Context: an optimization exercise on an open-source flow, tuned for a short achievable clock period and few clock cycles. The choices shown serve that exercise and are no tape-out recipe.
Function was checked by simulation only, so behaviour that the tests miss may differ from the original.
Power figures rest on the tool's default switching activity, not on a simulated workload.

==> module wrt_inv, before the edit <==
module wrt_inv (input logic a, output logic y);
  assign y = ~a;
endmodule
==> module wrt_a41oi, before the edit <==
module wrt_a41oi (
  input  logic a1
 ,input  logic a2
 ,input  logic a3
 ,input  logic a4
 ,input  logic b1
 ,output logic y
);
  assign y = ~((a1 & a2 & a3 & a4) | b1);
endmodule
==> module write_response_tracker, before the edit <==
module write_response_tracker (
  input  logic [30:0] addr_hi
 ,input  logic [30:0] base_hi
 ,input  logic [4:0]  addr_lo
 ,output logic [4:0]  out_addr_lo
);
  logic [31:0] ne1;    
  logic [15:0] eq2;    
  logic [7:0]  ne4;    
  for (genvar i = 0; i < 31; i++) begin : g_x
    wrt_xor2 u (.a(addr_hi[i]), .b(base_hi[i]), .y(ne1[i]));
  end
  assign ne1[31] = 1'b0;
  for (genvar i = 0; i < 16; i++) begin : g_e2
    wrt_nor2 u (.a(ne1[2*i]), .b(ne1[2*i+1]), .y(eq2[i]));
  end
  for (genvar i = 0; i < 8; i++) begin : g_n4
    wrt_nand2 u (.a(eq2[2*i]), .b(eq2[2*i+1]), .y(ne4[i]));
  end
  for (genvar j = 0; j < 5; j++) begin : g_out
    logic [3:0] eq8;
    logic       lo_n;
    for (genvar q = 0; q < 4; q++) begin : g_e8
      wrt_nor2 u (.a(ne4[2*q]), .b(ne4[2*q+1]), .y(eq8[q]));
    end
    wrt_inv u_n (.a(addr_lo[j]), .y(lo_n));
    wrt_a41oi u (.a1(eq8[0]), .a2(eq8[1]), .a3(eq8[2]), .a4(eq8[3]), .b1(lo_n), .y(out_addr_lo[j]));
  end
endmodule
clock: 7.0 ns
lec_check: 0
cap_margin: 20
core_margin: 2
core_utilization: 55
setup_slack_margin: 4.0
slew_margin: 20
synth_hierarchical: 1
run.sh (not shown) runs the stock make flow with config.mk's settings and CLKGATE_MAP_FILE= SYNTH_SCRIPT=/design/flow/synth_recipe.tcl, a recipe that flattens the netlist after the stock synthesis.
The baseline ran to the end with no violations.
Testbench counts at the start, summed over its fixed seeds: cycles 9,422.
Next try:
--- a/flow/design.v
+++ b/flow/design.v
@@ -93,16 +93,6 @@
   assign y = ~(a & b);
 endmodule
-module wrt_inv (input logic a, output logic y);
-  assign y = ~a;
-endmodule
-module wrt_a41oi (
-  input  logic a1
- ,input  logic a2
- ,input  logic a3
- ,input  logic a4
- ,input  logic b1
- ,output logic y
-);
-  assign y = ~((a1 & a2 & a3 & a4) | b1);
+module wrt_o21a (input logic a1, input logic a2, input logic b, output logic y);
+  assign y = (a1 | a2) & b;
 endmodule
 module write_response_tracker (
@@ -115,4 +105,6 @@
   logic [15:0] eq2;    
   logic [7:0]  ne4;    
+  logic [3:0]  eq8;    
+  logic [1:0]  ne16;   
   for (genvar i = 0; i < 31; i++) begin : g_x
     wrt_xor2 u (.a(addr_hi[i]), .b(base_hi[i]), .y(ne1[i]));
@@ -125,12 +117,12 @@
     wrt_nand2 u (.a(eq2[2*i]), .b(eq2[2*i+1]), .y(ne4[i]));
   end
-  for (genvar j = 0; j < 5; j++) begin : g_out
-    logic [3:0] eq8;
-    logic       lo_n;
-    for (genvar q = 0; q < 4; q++) begin : g_e8
-      wrt_nor2 u (.a(ne4[2*q]), .b(ne4[2*q+1]), .y(eq8[q]));
-    end
-    wrt_inv u_n (.a(addr_lo[j]), .y(lo_n));
-    wrt_a41oi u (.a1(eq8[0]), .a2(eq8[1]), .a3(eq8[2]), .a4(eq8[3]), .b1(lo_n), .y(out_addr_lo[j]));
+  for (genvar i = 0; i < 4; i++) begin : g_e8
+    wrt_nor2 u (.a(ne4[2*i]), .b(ne4[2*i+1]), .y(eq8[i]));
+  end
+  for (genvar i = 0; i < 2; i++) begin : g_n16
+    wrt_nand2 u (.a(eq8[2*i]), .b(eq8[2*i+1]), .y(ne16[i]));
+  end
+  for (genvar i = 0; i < 5; i++) begin : g_out
+    wrt_o21a u (.a1(ne16[0]), .a2(ne16[1]), .b(addr_lo[i]), .y(out_addr_lo[i]));
   end
 endmodule
=> Clock-buffer cell count rose by 17. Clock power rises by a few percent. Worst hold slack is about the same. Core utilization went up by 0.19 points. Critical path depth went up by 1.
Testbench counts after the change, summed over its fixed seeds: cycles 9,422.

* * *

== pine ==
msi_ordering_bridge, a different RTL version from the one above (not shown whole).
Size in the first run: ~4300 cells after synthesis, ~280 I/O pins, ~70000 um^2 of cells after synthesis.
==> module write_response_tracker, before the edit <==
module write_response_tracker (
  input  logic [30:0] addr_hi
 ,input  logic [30:0] base_hi
 ,input  logic [4:0]  addr_lo
 ,output logic [4:0]  out_addr_lo
);
  logic [31:0] eq1;    
  logic [15:0] ne2;    
  logic [7:0]  eq4;    
  logic [3:0]  ne8;    
  logic [1:0]  eq16;   
  for (genvar i = 0; i < 31; i++) begin : g_x
    wrt_xnor2 u (.a(addr_hi[i]), .b(base_hi[i]), .y(eq1[i]));
  end
  assign eq1[31] = 1'b1;
  for (genvar i = 0; i < 16; i++) begin : g_n2
    wrt_nand2 u (.a(eq1[2*i]), .b(eq1[2*i+1]), .y(ne2[i]));
  end
  for (genvar i = 0; i < 8; i++) begin : g_e4
    wrt_nor2 u (.a(ne2[2*i]), .b(ne2[2*i+1]), .y(eq4[i]));
  end
  for (genvar i = 0; i < 4; i++) begin : g_n8
    wrt_nand2 u (.a(eq4[2*i]), .b(eq4[2*i+1]), .y(ne8[i]));
  end
  for (genvar i = 0; i < 2; i++) begin : g_e16
    wrt_nor2 u (.a(ne8[2*i]), .b(ne8[2*i+1]), .y(eq16[i]));
  end
  for (genvar i = 0; i < 5; i++) begin : g_out
    wrt_a21boi u (.a1(eq16[0]), .a2(eq16[1]), .b1_n(addr_lo[i]), .y(out_addr_lo[i]));
  end
endmodule
==> flow/config.mk <==
export PLATFORM = sky130hd
export DESIGN_NAME = msi_ordering_bridge
export DESIGN_NICKNAME = msi_ordering_bridge
export VERILOG_FILES = /design/flow/design.v
export SDC_FILE = /design/flow/constraint.sdc
export NUM_CORES = 4
export LEC_CHECK = 0
export CAP_MARGIN = 20
export CORE_MARGIN = 2
export CORE_UTILIZATION = 55
export SETUP_SLACK_MARGIN = 4.0
export SLEW_MARGIN = 20
export SYNTH_HIERARCHICAL = 1
==> flow/constraint.sdc <==
create_clock -name core_clock -period 7.0 [get_ports {clk}]
set_input_delay 1.4000 -clock core_clock [delete_from_list [all_inputs] [get_ports {clk}]]
set_output_delay 1.4000 -clock core_clock [all_outputs]
set_load 0.01 [all_outputs]
Testbench counts of pine, summed over its fixed seeds: cycles 9,422.
Here is what was changed in the inputs of oak compared with pine.
-- flow/design.v --
<<< pine, line 106
  logic [7:0]  eq4;    
  logic [3:0]  ne8;    
  logic [1:0]  eq16;   
  for (genvar i = 0; i < 31; i++) begin : g_x
    wrt_xnor2 u (.a(addr_hi[i]), .b(base_hi[i]), .y(eq1[i]));
>>> oak, line 106
  logic [7:0]  eq4;    
  logic [3:0]  ne8;    
  for (genvar i = 0; i < 31; i++) begin : g_x
    wrt_xnor2 u (.a(addr_hi[i]), .b(base_hi[i]), .y(eq1[i]));
<<< pine, line 120
    wrt_nand2 u (.a(eq4[2*i]), .b(eq4[2*i+1]), .y(ne8[i]));
  end
  for (genvar i = 0; i < 2; i++) begin : g_e16
    wrt_nor2 u (.a(ne8[2*i]), .b(ne8[2*i+1]), .y(eq16[i]));
  end
  for (genvar i = 0; i < 5; i++) begin : g_out
    wrt_a21boi u (.a1(eq16[0]), .a2(eq16[1]), .b1_n(addr_lo[i]), .y(out_addr_lo[i]));
  end
endmodule
>>> oak, line 119
    wrt_nand2 u (.a(eq4[2*i]), .b(eq4[2*i+1]), .y(ne8[i]));
  end
  for (genvar j = 0; j < 5; j++) begin : g_out
    logic eq16_a;
    logic eq16_b;
    wrt_nor2 u_a (.a(ne8[0]), .b(ne8[1]), .y(eq16_a));
    wrt_nor2 u_b (.a(ne8[2]), .b(ne8[3]), .y(eq16_b));
    wrt_a21boi u (.a1(eq16_a), .a2(eq16_b), .b1_n(addr_lo[j]), .y(out_addr_lo[j]));
  end
endmodule
## What came out
Cmp oak and pine / layout overhead on the synthesized area / higher: oak
When oak is set beside pine, its overall track demand over capacity in global routing turns out to be 0.31 points smaller.
Summary of oak over pine: average instance area after synthesis was more or less identical; non-clock buffer count up 7.1%; final weighted congestion in routability-driven placement lower.
Per-cell routed wire length in oak is 1.2% lower than in pine
Critical path depth was lower in the run labelled oak.
Number of global-route vias before repair (higher): oak
oak ended with every stage complete and zero timing, DRC or antenna violations.
Higher clock-buffer cell count was reported by oak, not pine.
Relative to pine, core utilization has gone up in oak.
Testbench counts of oak, summed over its fixed seeds: cycles 9,422.

[port drivers added, routing unchanged]
Ports are ideal in the flow. The routed layouts listed here were re-timed in OpenROAD.
Step 1 assumes that a clkbuf_16 drives the clock port and a buf_2 every other input.
Step 2 times the ports against the registers' clock, not the clock port: input delays grow and output delays shrink by t, the midpoint of the rising clock arrivals with the driver on.
Three values: ideal, step 1, step 2; two values: the first two.
run | t, ns | setup slack, ns | pins driven straight from the clock port
the first run of note 1 | 0.882 | 3.115 / 3.071 / 2.921 | 1
the second run of note 1 | 0.894 | 3.123 / 3.079 / 2.976 | 1
pine | 0.887 | 3.075 / 3.021 / 3.021 | 1
oak | 0.889 | 3.177 / 3.137 / 3.013 | 1
After both steps every run listed still meets setup and hold. The setup slack of the first run of note 1, which loses most, moves by -0.044 ns with the drivers and by -0.194 ns with both steps.
